Context: an optimization exercise on an open-source flow, tuned for small area, a short achievable clock period and few clock cycles. The choices shown serve that exercise and are no tape-out recipe.
In this exercise RTL edits were held to simulation tests only and were not proved equivalent to the original.

File: flow/run.sh
#!/bin/bash
# synth_recipe.tcl (not shown) runs the flow's synth.tcl, then flattens the netlist and writes it again
# the make line also repeats each setting of config.mk as NAME=value (left out here)
make -C /OpenROAD-flow-scripts/flow DESIGN_CONFIG=/design/flow/config.mk WORK_HOME=/design/flow/orfs CLKGATE_MAP_FILE= SYNTH_SCRIPT=/design/flow/synth_recipe.tcl finish
File: flow/constraint.sdc
create_clock -name core_clock -period 6.5 [get_ports {clk}]
set_input_delay 1.3000 -clock core_clock [delete_from_list [all_inputs] [get_ports {clk}]]
set_output_delay 1.3000 -clock core_clock [all_outputs]
set_load 0.01 [all_outputs]
File: flow/design.v
`timescale 1ns / 1ps
package bsch_pkg;
  localparam logic [1:0] OP_ADD   = 2'd0;
  localparam logic [1:0] OP_BURST = 2'd1;
  localparam logic [1:0] OP_TICK  = 2'd2;
  localparam logic REG_POLICY     = 1'b0;
  localparam logic REG_TIME_SLICE = 1'b1;
  localparam logic POLICY_RR    = 1'b1;
  localparam logic KIND_RES     = 1'b1;
  localparam logic [7:0] SLICE_RESET = 8'd2;
  localparam logic [7:0] SLICE_SAT   = 8'd255;
  typedef struct packed {
    logic [1:0] operation;
    logic [7:0] process_id;
    logic [3:0] slot;
    logic [9:0] arrival_tick;
    logic       burst_kind;
    logic [7:0] burst_length;
  } in_item_t;
  typedef struct packed {
    logic [7:0] cpu_owner;
    logic [7:0] resource_owner;
    logic [9:0] tick_number;
    logic       all_finished;
    logic       time_overflow;
  } out_item_t;
  typedef struct packed {
    logic nonempty;
    logic full;
  } fifo_stat_t;
  typedef enum logic [3:0] {
    S_IDLE,
    S_SCAN_RD,
    S_SCAN_CMP,
    S_ROUTE_RD,
    S_ROUTE_WR,
    S_RES,
    S_RES_ID,
    S_RES_RUN,
    S_CPU,
    S_CPU_POP,
    S_CPU_ID,
    S_CPU_RUN,
    S_FIN
  } sched_state_t;
endpackage
`timescale 1ns / 1ps
module bsch_ram #(
  parameter int WIDTH = 8,
  parameter int DEPTH = 16
) (
  input  logic                                   clk,
  input  logic                                   we,
  input  logic [(DEPTH > 1 ? $clog2(DEPTH) : 1)-1:0] waddr,
  input  logic [WIDTH-1:0]                       wdata,
  input  logic [(DEPTH > 1 ? $clog2(DEPTH) : 1)-1:0] raddr,
  output logic [WIDTH-1:0]                       rdata
);
  logic [WIDTH-1:0] mem [DEPTH];
  always_ff @(posedge clk) begin
    if (we) begin
      mem[waddr] <= wdata;
    end
    rdata <= mem[raddr];
  end
endmodule
`timescale 1ns / 1ps
import bsch_pkg::*;
module bsch_fifo #(
  parameter int DEPTH = 16,
  parameter int W     = 4
) (
  input  logic         clk,
  input  logic         rst,
  input  logic         push,
  input  logic [W-1:0] push_data,
  input  logic         pop,
  output logic [W-1:0] head_data,
  output logic [1:0]   stat_bits
);
  bsch_pkg::fifo_stat_t stat;
  assign stat_bits = stat;
  localparam int PW = DEPTH > 1 ? $clog2(DEPTH) : 1;
  localparam int CW = $clog2(DEPTH + 1);
  logic [W-1:0]  mem [DEPTH];
  logic [PW-1:0] head;
  logic [CW-1:0] count;
  logic [CW:0]   tail_sum;
  logic [PW-1:0] tail;
  logic          do_push;
  logic          do_pop;
  assign tail_sum = (CW + 1)'(head) + (CW + 1)'(count);
  assign tail = (tail_sum >= (CW + 1)'(DEPTH)) ? PW'(tail_sum - (CW + 1)'(DEPTH))
                                               : PW'(tail_sum);
  assign stat.full     = (count == CW'(DEPTH));
  assign stat.nonempty = (count != '0);
  assign head_data     = mem[head];
  assign do_push = push && !stat.full;
  assign do_pop  = pop && stat.nonempty;
  always_ff @(posedge clk) begin
    if (do_push) begin
      mem[tail] <= push_data;
    end
  end
  always_ff @(posedge clk) begin
    if (rst) begin
      head  <= '0;
      count <= '0;
    end else begin
      if (do_pop) begin
        head <= (head == PW'(DEPTH - 1)) ? '0 : head + 1'b1;
      end
      case ({do_push, do_pop})
        2'b10:   count <= count + 1'b1;
        2'b01:   count <= count - 1'b1;
        default: count <= count;
      endcase
    end
  end
endmodule
`timescale 1ns / 1ps
import bsch_pkg::*;
module cpu_and_device_burst_scheduler_core #(
  parameter int PROC_SLOTS      = 16,
  parameter int BURSTS_PER_PROC = 8,
  parameter int MAX_TICKS       = 1024
) (
  input  logic      clk,
  input  logic      rst,
  input  logic      in_valid,
  output logic      in_ready,
  input  logic [32:0] in_data,
  output logic      out_valid,
  input  logic      out_ready,
  output logic [27:0] out_data,
  input  logic      cfg_write,
  input  logic      cfg_index,
  input  logic [7:0] cfg_data
);
  bsch_pkg::in_item_t  in_it;
  bsch_pkg::out_item_t out_it;
  assign in_it    = bsch_pkg::in_item_t'(in_data);
  assign out_data = out_it;
  localparam int SLOT_W   = PROC_SLOTS > 1 ? $clog2(PROC_SLOTS) : 1;
  localparam int CNT_W    = $clog2(PROC_SLOTS + 1);
  localparam int BC_W     = $clog2(BURSTS_PER_PROC + 1);
  localparam int BT_DEPTH = PROC_SLOTS * BURSTS_PER_PROC;
  localparam int BT_AW    = BT_DEPTH > 1 ? $clog2(BT_DEPTH) : 1;
  localparam int TICK_W   = $clog2(MAX_TICKS + 1);
  localparam int SCMP_W   = CNT_W > 4 ? CNT_W : 4;
  localparam int ACMP_W   = TICK_W > 10 ? TICK_W : 10;
  bsch_pkg::sched_state_t state, state_next, ret_state;
  logic [BC_W-1:0]   burst_counts [PROC_SLOTS];
  logic [BC_W-1:0]   burst_cursor [PROC_SLOTS];
  logic [7:0]        ticks_left   [PROC_SLOTS];
  logic [SLOT_W-1:0] cpu_holder, resource_holder, route_slot, sel;
  logic              cpu_valid, resource_valid;
  logic [7:0]        slice_used;
  logic [TICK_W-1:0] current_tick;
  logic [CNT_W-1:0]  loaded_count, finished_count, scan_idx;
  logic              overflow_flag, active, policy;
  logic [7:0]        time_slice;
  logic [7:0]        cpu_id, res_id;
  logic [9:0]        tick_out;
  logic              accept, table_full, burst_ok, pre_ovf, fin_go, ovf_set, unfinished;
  logic [BC_W-1:0]   cnt_sel, cur_sel;
  logic [7:0]        tl_sel, tl_dec, route_len;
  logic              ended, more, arrival_match, slice_out;
  logic [TICK_W-1:0] tick_inc;
  logic [7:0]        proc_rdata;
  logic [9:0]        arr_rdata;
  logic [8:0]        bt_rdata, bt_wdata;
  logic [SLOT_W-1:0] proc_raddr;
  logic [BT_AW-1:0]  bt_waddr, bt_raddr;
  logic              tbl_we, bt_we;
  logic              rq_push, rq_pop, sq_push, sq_pop;
  logic [SLOT_W-1:0] rq_push_data, rq_head, sq_head;
  bsch_pkg::fifo_stat_t        rq_stat, sq_stat;
  always_comb begin
    unique case (state)
      S_IDLE:                 sel = (in_it.operation == OP_ADD) ? SLOT_W'(loaded_count)
                                                                  : SLOT_W'(in_it.slot);
      S_SCAN_CMP:             sel = SLOT_W'(scan_idx);
      S_RES_RUN:              sel = resource_holder;
      S_CPU_RUN:              sel = cpu_holder;
      default:                sel = route_slot;
    endcase
  end
  assign cnt_sel = burst_counts[sel];
  assign cur_sel = burst_cursor[sel];
  assign tl_sel  = ticks_left[sel];
  assign tl_dec  = (tl_sel == '0) ? '0 : tl_sel - 1'b1;
  assign ended   = (tl_dec == '0);
  assign more    = ((BC_W + 1)'(cur_sel) + 1'b1) < (BC_W + 1)'(cnt_sel);
  assign accept     = in_valid && in_ready;
  assign table_full = (loaded_count == CNT_W'(PROC_SLOTS));
  assign burst_ok   = (SCMP_W'(in_it.slot) < SCMP_W'(loaded_count)) &&
                      (cnt_sel < BC_W'(BURSTS_PER_PROC));
  assign unfinished = (finished_count < loaded_count);
  assign pre_ovf    = overflow_flag || (unfinished && current_tick >= TICK_W'(MAX_TICKS));
  assign arrival_match = (ACMP_W'(arr_rdata) == ACMP_W'(current_tick));
  assign slice_out  = (slice_used >= time_slice);
  assign route_len  = (bt_rdata[7:0] == '0) ? 8'd1 : bt_rdata[7:0];
  assign fin_go     = !out_valid || out_ready;
  assign tick_inc   = current_tick + 1'b1;
  assign ovf_set    = active && unfinished && (tick_inc >= TICK_W'(MAX_TICKS));
  always_comb begin
    state_next = state;
    unique case (state)
      S_IDLE: begin
        if (accept && in_it.operation == OP_TICK) begin
          state_next = (!pre_ovf && unfinished) ? S_SCAN_RD : S_FIN;
        end
      end
      S_SCAN_RD:  state_next = (scan_idx == loaded_count) ? S_RES : S_SCAN_CMP;
      S_SCAN_CMP: state_next = (arrival_match && cnt_sel != '0) ? S_ROUTE_RD : S_SCAN_RD;
      S_ROUTE_RD: state_next = S_ROUTE_WR;
      S_ROUTE_WR: state_next = ret_state;
      S_RES:      state_next = S_RES_ID;
      S_RES_ID:   state_next = S_RES_RUN;
      S_RES_RUN:  state_next = (resource_valid && ended && more) ? S_ROUTE_RD : S_CPU;
      S_CPU:      state_next = S_CPU_POP;
      S_CPU_POP:  state_next = S_CPU_ID;
      S_CPU_ID:   state_next = S_CPU_RUN;
      S_CPU_RUN:  state_next = (cpu_valid && ended && more) ? S_ROUTE_RD : S_FIN;
      S_FIN:      state_next = fin_go ? S_IDLE : S_FIN;
      default:    state_next = S_IDLE;
    endcase
  end
  always_comb begin
    in_ready     = 1'b0;
    tbl_we       = 1'b0;
    bt_we        = 1'b0;
    rq_push      = 1'b0;
    rq_pop       = 1'b0;
    sq_push      = 1'b0;
    sq_pop       = 1'b0;
    rq_push_data = route_slot;
    unique case (state)
      S_IDLE: begin
        in_ready = 1'b1;
        tbl_we   = accept && in_it.operation == OP_ADD && !table_full;
        bt_we    = accept && in_it.operation == OP_BURST && burst_ok;
      end
      S_ROUTE_WR: begin
        rq_push = (bt_rdata[8] != KIND_RES);
        sq_push = (bt_rdata[8] == KIND_RES);
      end
      S_RES: sq_pop = !resource_valid;
      S_CPU: begin
        rq_push      = (policy == POLICY_RR) && cpu_valid && slice_out;
        rq_push_data = cpu_holder;
      end
      S_CPU_POP: rq_pop = (policy == POLICY_RR) ? (!cpu_valid || slice_out) : !cpu_valid;
      default: begin
      end
    endcase
  end
  assign proc_raddr = (state == S_RES_ID) ? resource_holder : cpu_holder;
  assign bt_wdata   = {in_it.burst_kind,
                       (in_it.burst_length == '0) ? 8'd1 : in_it.burst_length};
  assign bt_waddr   = BT_AW'(int'(sel) * BURSTS_PER_PROC) + BT_AW'(cnt_sel);
  assign bt_raddr   = BT_AW'(int'(sel) * BURSTS_PER_PROC) + BT_AW'(cur_sel);
  bsch_ram #(.WIDTH(8), .DEPTH(PROC_SLOTS)) u_proc_ids (
    .clk   (clk),
    .we    (tbl_we),
    .waddr (SLOT_W'(loaded_count)),
    .wdata (in_it.process_id),
    .raddr (proc_raddr),
    .rdata (proc_rdata)
  );
  bsch_ram #(.WIDTH(10), .DEPTH(PROC_SLOTS)) u_arrivals (
    .clk   (clk),
    .we    (tbl_we),
    .waddr (SLOT_W'(loaded_count)),
    .wdata (in_it.arrival_tick),
    .raddr (SLOT_W'(scan_idx)),
    .rdata (arr_rdata)
  );
  bsch_ram #(.WIDTH(9), .DEPTH(BT_DEPTH)) u_bursts (
    .clk   (clk),
    .we    (bt_we),
    .waddr (bt_waddr),
    .wdata (bt_wdata),
    .raddr (bt_raddr),
    .rdata (bt_rdata)
  );
  bsch_fifo #(.DEPTH(PROC_SLOTS), .W(SLOT_W)) u_ready_q (
    .clk       (clk),
    .rst       (rst),
    .push      (rq_push),
    .push_data (rq_push_data),
    .pop       (rq_pop),
    .head_data (rq_head),
    .stat_bits (rq_stat)
  );
  bsch_fifo #(.DEPTH(PROC_SLOTS), .W(SLOT_W)) u_res_q (
    .clk       (clk),
    .rst       (rst),
    .push      (sq_push),
    .push_data (route_slot),
    .pop       (sq_pop),
    .head_data (sq_head),
    .stat_bits (sq_stat)
  );
  always_ff @(posedge clk) begin
    if (rst) begin
      state          <= S_IDLE;
      ret_state      <= S_IDLE;
      cpu_valid      <= 1'b0;
      resource_valid <= 1'b0;
      slice_used     <= '0;
      current_tick   <= '0;
      loaded_count   <= '0;
      finished_count <= '0;
      overflow_flag  <= 1'b0;
      active         <= 1'b0;
      policy         <= 1'b0;
      time_slice     <= SLICE_RESET;
      out_valid      <= 1'b0;
      for (int i = 0; i < PROC_SLOTS; i++) begin
        burst_counts[i] <= '0;
        burst_cursor[i] <= '0;
        ticks_left[i]   <= '0;
      end
    end else begin
      state <= state_next;
      if (cfg_write) begin
        unique case (cfg_index)
          REG_POLICY:     policy     <= cfg_data[0];
          REG_TIME_SLICE: time_slice <= cfg_data;
          default:        policy     <= policy;
        endcase
      end
      if (state == S_FIN && fin_go) begin
        out_valid <= 1'b1;
      end else if (out_valid && out_ready) begin
        out_valid <= 1'b0;
      end
      unique case (state)
        S_IDLE: begin
          if (accept) begin
            unique case (in_it.operation)
              OP_ADD: begin
                if (!table_full) begin
                  burst_counts[sel] <= '0;
                  burst_cursor[sel] <= '0;
                  ticks_left[sel]   <= '0;
                  loaded_count      <= loaded_count + 1'b1;
                end
              end
              OP_BURST: begin
                if (burst_ok) begin
                  burst_counts[sel] <= cnt_sel + 1'b1;
                end
              end
              OP_TICK: begin
                overflow_flag <= pre_ovf;
                active        <= !pre_ovf && unfinished;
                tick_out      <= 10'(current_tick);
                cpu_id        <= '0;
                res_id        <= '0;
                scan_idx      <= '0;
              end
              default: begin
              end
            endcase
          end
        end
        S_SCAN_CMP: begin
          scan_idx <= scan_idx + 1'b1;
          if (arrival_match) begin
            burst_cursor[sel] <= '0;
            if (cnt_sel == '0) begin
              finished_count <= finished_count + 1'b1;
            end else begin
              route_slot <= sel;
              ret_state  <= S_SCAN_RD;
            end
          end
        end
        S_ROUTE_WR: ticks_left[sel] <= route_len;
        S_RES: begin
          if (!resource_valid && sq_stat.nonempty) begin
            resource_holder <= sq_head;
            resource_valid  <= 1'b1;
          end
        end
        S_RES_RUN: begin
          if (resource_valid) begin
            res_id          <= proc_rdata;
            ticks_left[sel] <= tl_dec;
            if (ended) begin
              resource_valid <= 1'b0;
              if (more) begin
                burst_cursor[sel] <= cur_sel + 1'b1;
                route_slot        <= sel;
                ret_state         <= S_CPU;
              end else begin
                finished_count <= finished_count + 1'b1;
              end
            end
          end
        end
        S_CPU_POP: begin
          if (policy == POLICY_RR) begin
            if (!cpu_valid || slice_out) begin
              cpu_valid  <= rq_stat.nonempty;
              slice_used <= '0;
              if (rq_stat.nonempty) begin
                cpu_holder <= rq_head;
              end
            end
          end else if (!cpu_valid && rq_stat.nonempty) begin
            cpu_holder <= rq_head;
            cpu_valid  <= 1'b1;
            slice_used <= '0;
          end
        end
        S_CPU_RUN: begin
          if (cpu_valid) begin
            cpu_id          <= proc_rdata;
            slice_used      <= ended ? '0 :
                               (slice_used == SLICE_SAT) ? slice_used : slice_used + 1'b1;
            ticks_left[sel] <= tl_dec;
            if (ended) begin
              cpu_valid <= 1'b0;
              if (more) begin
                burst_cursor[sel] <= cur_sel + 1'b1;
                route_slot        <= sel;
                ret_state         <= S_FIN;
              end else begin
                finished_count <= finished_count + 1'b1;
              end
            end
          end
        end
        S_FIN: begin
          if (fin_go) begin
            if (active) begin
              current_tick <= tick_inc;
            end
            if (ovf_set) begin
              overflow_flag <= 1'b1;
            end
            out_it.cpu_owner      <= cpu_id;
            out_it.resource_owner <= res_id;
            out_it.tick_number    <= tick_out;
            out_it.all_finished   <= !unfinished;
            out_it.time_overflow  <= overflow_flag || ovf_set;
          end
        end
        default: begin
        end
      endcase
    end
  end
endmodule
File: flow/config.mk
export PLATFORM = sky130hd
export DESIGN_NAME = cpu_and_device_burst_scheduler_core
export DESIGN_NICKNAME = cpu_and_device_burst_scheduler_core
export VERILOG_FILES = /design/flow/design.v
export SDC_FILE = /design/flow/constraint.sdc
export NUM_CORES = 4
export LEC_CHECK = 0
export CAP_MARGIN = 20
export CORE_MARGIN = 2
export CORE_UTILIZATION = 40
export SLEW_MARGIN = 20
==> metrics.md <==
| Metric | Value |
|---|---|
| Netlist cell types | `99` |
| Hold Slack | `0.412 ns` |
| Drt pass-1 iters | `5` |
| Buffers on Ports | `76` |
| Drt wl/cell | `24.2 um` |
| Post-synthesis net count | `5811` |
| R2R Setup Slk | `0.66 ns` |
| GR Util met2 | `31.8%` |
| Hold crit path type | `reg -> reg` |
| Endpoints failing setup | `0` |
| Root Buffer Master | `clkbuf_16` |
| DP Cell Count | `8575` |
| RSZ-0062 raised after global routing | `false` |
| Starting density of the core | `40.4%` |
| 1st-iter DRT viols | `5636` |
| CP bufs+invs | `6` |
| Simple-gate area share of the yosys netlist | `10.9%` |
| R2r endpoint | `u_bursts.rdata[7]` |
| Gpl congestion | `0.871` |
| Post-route cell area | `0.0959 mm^2` |
| Largest net degree at the start of global routing | `110` |
| Count of final hold-check violations | `0` |
| Total track usage | `20.3%` |
| Met3 usage in global routing | `2.99%` |
| Synth async-reset ratio | `0%` |
| Critical path's slowest cell | `dfxtp_1` |
| # nets final | `6189` |
| Synth Flop Type | `edfxtp_1` |
| Die W | `459 um` |
| Max Freq | `171 MHz` |
| Xor/xnor cell area share of the yosys netlist | `0.604%` |
| Number of post-CTS setup repair buffers | `0` |
| I/O pins | `77` |
| Main combinational cell family by area after synthesis | `simple AND/OR/NAND/NOR gates` |
| Worst stage delay on the critical path | `0.90 ns` |
| Worst r2r src | `state[0]` |
| Final antenna-violating net count | `0` |
| CP endpoint | `u_bursts.rdata[7]` |
| Synth Area per Inst | `14.5 um^2` |
| CTS clk-pin slew, worst paths | `0.07 ns` |
| Dominant cells by area after synthesis | `edfxtp_1 69%, mux2i_1 4.3%, nand2_1 3.9%, mux4_2 3.9%, nor2_1 2.4%` |
| Data required time of the worst path | `7.25 ns` |
| Rows | `166` |
| Top cell type's share of synthesized area | `68.8%` |
| Slew @ Worst Pin | `1.13 ns` |
| Proportion of synthesized area in mux cells | `9.15%` |
| Drt drc | `0` |
| Yosys Warn Count | `5` |
| Worst slew margin | `24.2%` |
| CTS resizes | `0` |
| Minimum clock period | `5.84 ns` |
| Mapped cell area | `0.0827 mm^2` |
| CTS buffer count | `198` |
| Vias per std cell | `5.60` |
| First-pass GRT wire length | `322 mm` |
| DIE AREA | `0.210 mm^2` |
| DIE HEIGHT | `459 um` |
| Compound-cell area share of the yosys netlist | `5.24%` |
| Tcrit/Tclk final | `89.9%` |
| Dpl cell area | `0.0894 mm^2` |
| Sequential share of the synthesized area | `71.2%` |
| Mapped Cells | `5709` |
| CP Class | `reg -> reg` |
| CTS H-Tree Depth | `4` |
| Worst Setup SP | `state[0]` |
| Syn-to-layout area delta | `16.0%` |
| Layout cells sized above 1 | `16.8%` |
| Most Crowded Layer GR | `met2` |
| Initial antenna violation count | `7` |
| Fin util | `46.8%` |
| Synth Register Bits | `1994` |
| Vias in the first global route | `49039` |
| Worst endpoint data arrival time | `6.59 ns` |
| Clock buffer depth | `3` |
| CTS hold repair buffers | `0` |
| Final cell count without fillers | `8943` |
| CP Cell Sequence | `nand4b_2 > nand4b_1 > buf_4 > nand2_4 > inv_4 > mux2_2 > o211ai_1 > o2111a_4 > buf_4 > buf_12 > buf_12 > nand3_1 > and3_1 > a311oi_1 > or4_1 > o2111ai_1 > buf_4` |
| Critical path's most frequent cell | `buf_4` |
| Clk sinks | `1994` |
| Outcome | `timing/DRC/antenna clean` |
| Max-cap check violation count | `0` |
| Clk latency of the worst-skew pair | `0.86 ns` |
| Crit path depth | `17` |
| Max Transition Viols Final | `0` |
| GR Overflow Total | `0` |
| Setup crit start kind | `flip-flop` |
| Met1 GRT Util | `29.2%` |
| Total core area | `0.205 mm^2` |
| Dpl hpwl | `134 mm` |
| Final WL | `217 mm` |
| Worst R2R Path Depth | `17` |
| Setup Skew | `0.0493 ns` |
| CTS tree | `built` |
| TNS Setup | `0 ns` |
| Via Count | `50113` |
| Synth Area in Adders | `0.868%` |
| Largest fanout on the critical path | `52` |
| Top delay family on crit path | `buffers and inverters` |
| Post-synth EDFFs | `1895` |
| Area leader, netlist | `edfxtp_1` |
| Crit end category | `flip-flop` |
how the worst min path moves through the flow:
stage / endpoint / depth (start not counted) / slack [ns] / from
global placement: out_it[4] / 0 / 0.41 / tick_out[2]
finish: out_it[17] / 0 / 0.41 / res_id[5]
global route: out_it[17] / 0 / 0.42 / res_id[5]
floorplan: out_it[10] / 0 / 0.40 / tick_out[8]
CTS: out_it[11] / 0 / 0.42 / tick_out[9]
detailed placement: out_it[11] / 0 / 0.41 / tick_out[9]
registers in the layout (all words and copies together), names as in the netlist, 11 cells and up, named ones only:
signal          flops
current_tick       11
burst_cursor       64
u_res_q.mem        64
u_arrivals.mem    160
burst_counts       64
u_proc_ids.mem    128
out_it             28
u_ready_q.mem      64
ticks_left        128
u_bursts.mem     1152
logic make-up (layout without fill, tap and decap cells):
group                      count (synthesis)  after routing
AOI/OAI and AO/OA                        603            603
xor gates and xnor gates                  57             57
adders and majority gates                 55             55
buffers and inverters                    388            932
DFF                                     1994           1994
muxes                                    567            567
other                                      0              2
and+or+nand+nor                         2045           2045
worst register-to-register path, delay by kind of cell, from the launching register on:
family | cells | cell delay (ns)
compound gates | 4 | 1.50
buf+inv | 6 | 1.59
flops | 1 | 0.90
mux | 1 | 0.41
simple gates | 6 | 1.35
final cells by class:
class | count | area, um^2
Multi-Input combinational cell | 3327 | 22400
Timing Repair Buffer | 513 | 4490
Fill cell | 17440 | 109000
Antenna cell | 2 | 5.00
Tap cell | 2688 | 3360
Inverter | 53 | 214
Sequential cell | 1994 | 58900
Clock buffer | 244 | 5240
Clock inverter | 122 | 1300
per-layer routing:
| metal | part of all wire (%) | vias to the layer above |
|---|---|---|
| met2 | 46 | 1883 |
| met1 | 44 | 25487 |
| li1 | - | 22387 |
| met5 | 0.024 | - |
| met3 | 7.0 | 348 |
| met4 | 2.9 | 8 |
synthesized netlist by cell type (all sizes together) (17+ instances only):
cell / n
inv: 52
buf: 177
o22ai: 17
and3: 76
dfxtp: 99
nor3: 34
clkbuf: 158
xnor2: 27
a211oi: 59
nand3: 347
a21oi: 134
mux4: 144
nor2b: 17
nand2: 871
ha: 51
and2: 25
a32oi: 20
a311oi: 36
a21o: 24
xor2: 30
o21ai: 73
a31oi: 42
mux2i: 352
nand4: 30
a221oi: 22
edfxtp: 1895
a21boi: 30
mux2: 71
nor2: 538
o221ai: 22
or3: 34
through the flow:
stage / setup WS (ns)
after floorplan: 0.00483
after global placement: 0.00310
after detailed placement: 0.0481
after CTS: 0.740
after global routing: 0.405
final: 0.655
cell usage in the layout (no fill, tap or decap), drive strengths merged, types with 34 or more instances in the layout:
cell type and n:
o21ai 73, edfxtp 1895, inv 59, or3 34, clkdlybuf4s50 67, a31oi 42, nor2 538, clkinv 86
nand2 871, a211oi 59, mux2 71, buf 446, mux2i 352, mux4 144, clkbuf 244, a21oi 134
a311oi 36, nor3 34, and3 76, dfxtp 99, nand3 347, ha 51
Testbench counts, summed over its fixed seeds: cycles 314,253.

-- afterwards: timing with drivers on the ports --
Ports are ideal in the flow. The routed layout listed here was re-timed in OpenROAD. Step 1 assumes that a clkbuf_16 drives the clock port and a buf_2 every other input. Step 2 adds t to the input delays and takes it off the output delays; t is the mean of the earliest and latest rising clock arrival at the registers after step 1. Input paths then give back, and output paths get back, about the clock's delay inside the block. a / b / c = ideal ports / drivers / drivers and shift; a / b = the first two.
t (ns): 0.911
setup WS [ns]: 0.655 / 0.655 / -0.050
slew at the worst register clock pin (ns): 0.07 / 0.07
With both steps, setup timing fails in this run, where it was met with ideal ports. The setup slack of this run moves by 0.000 ns with the drivers and by -0.705 ns with both steps.
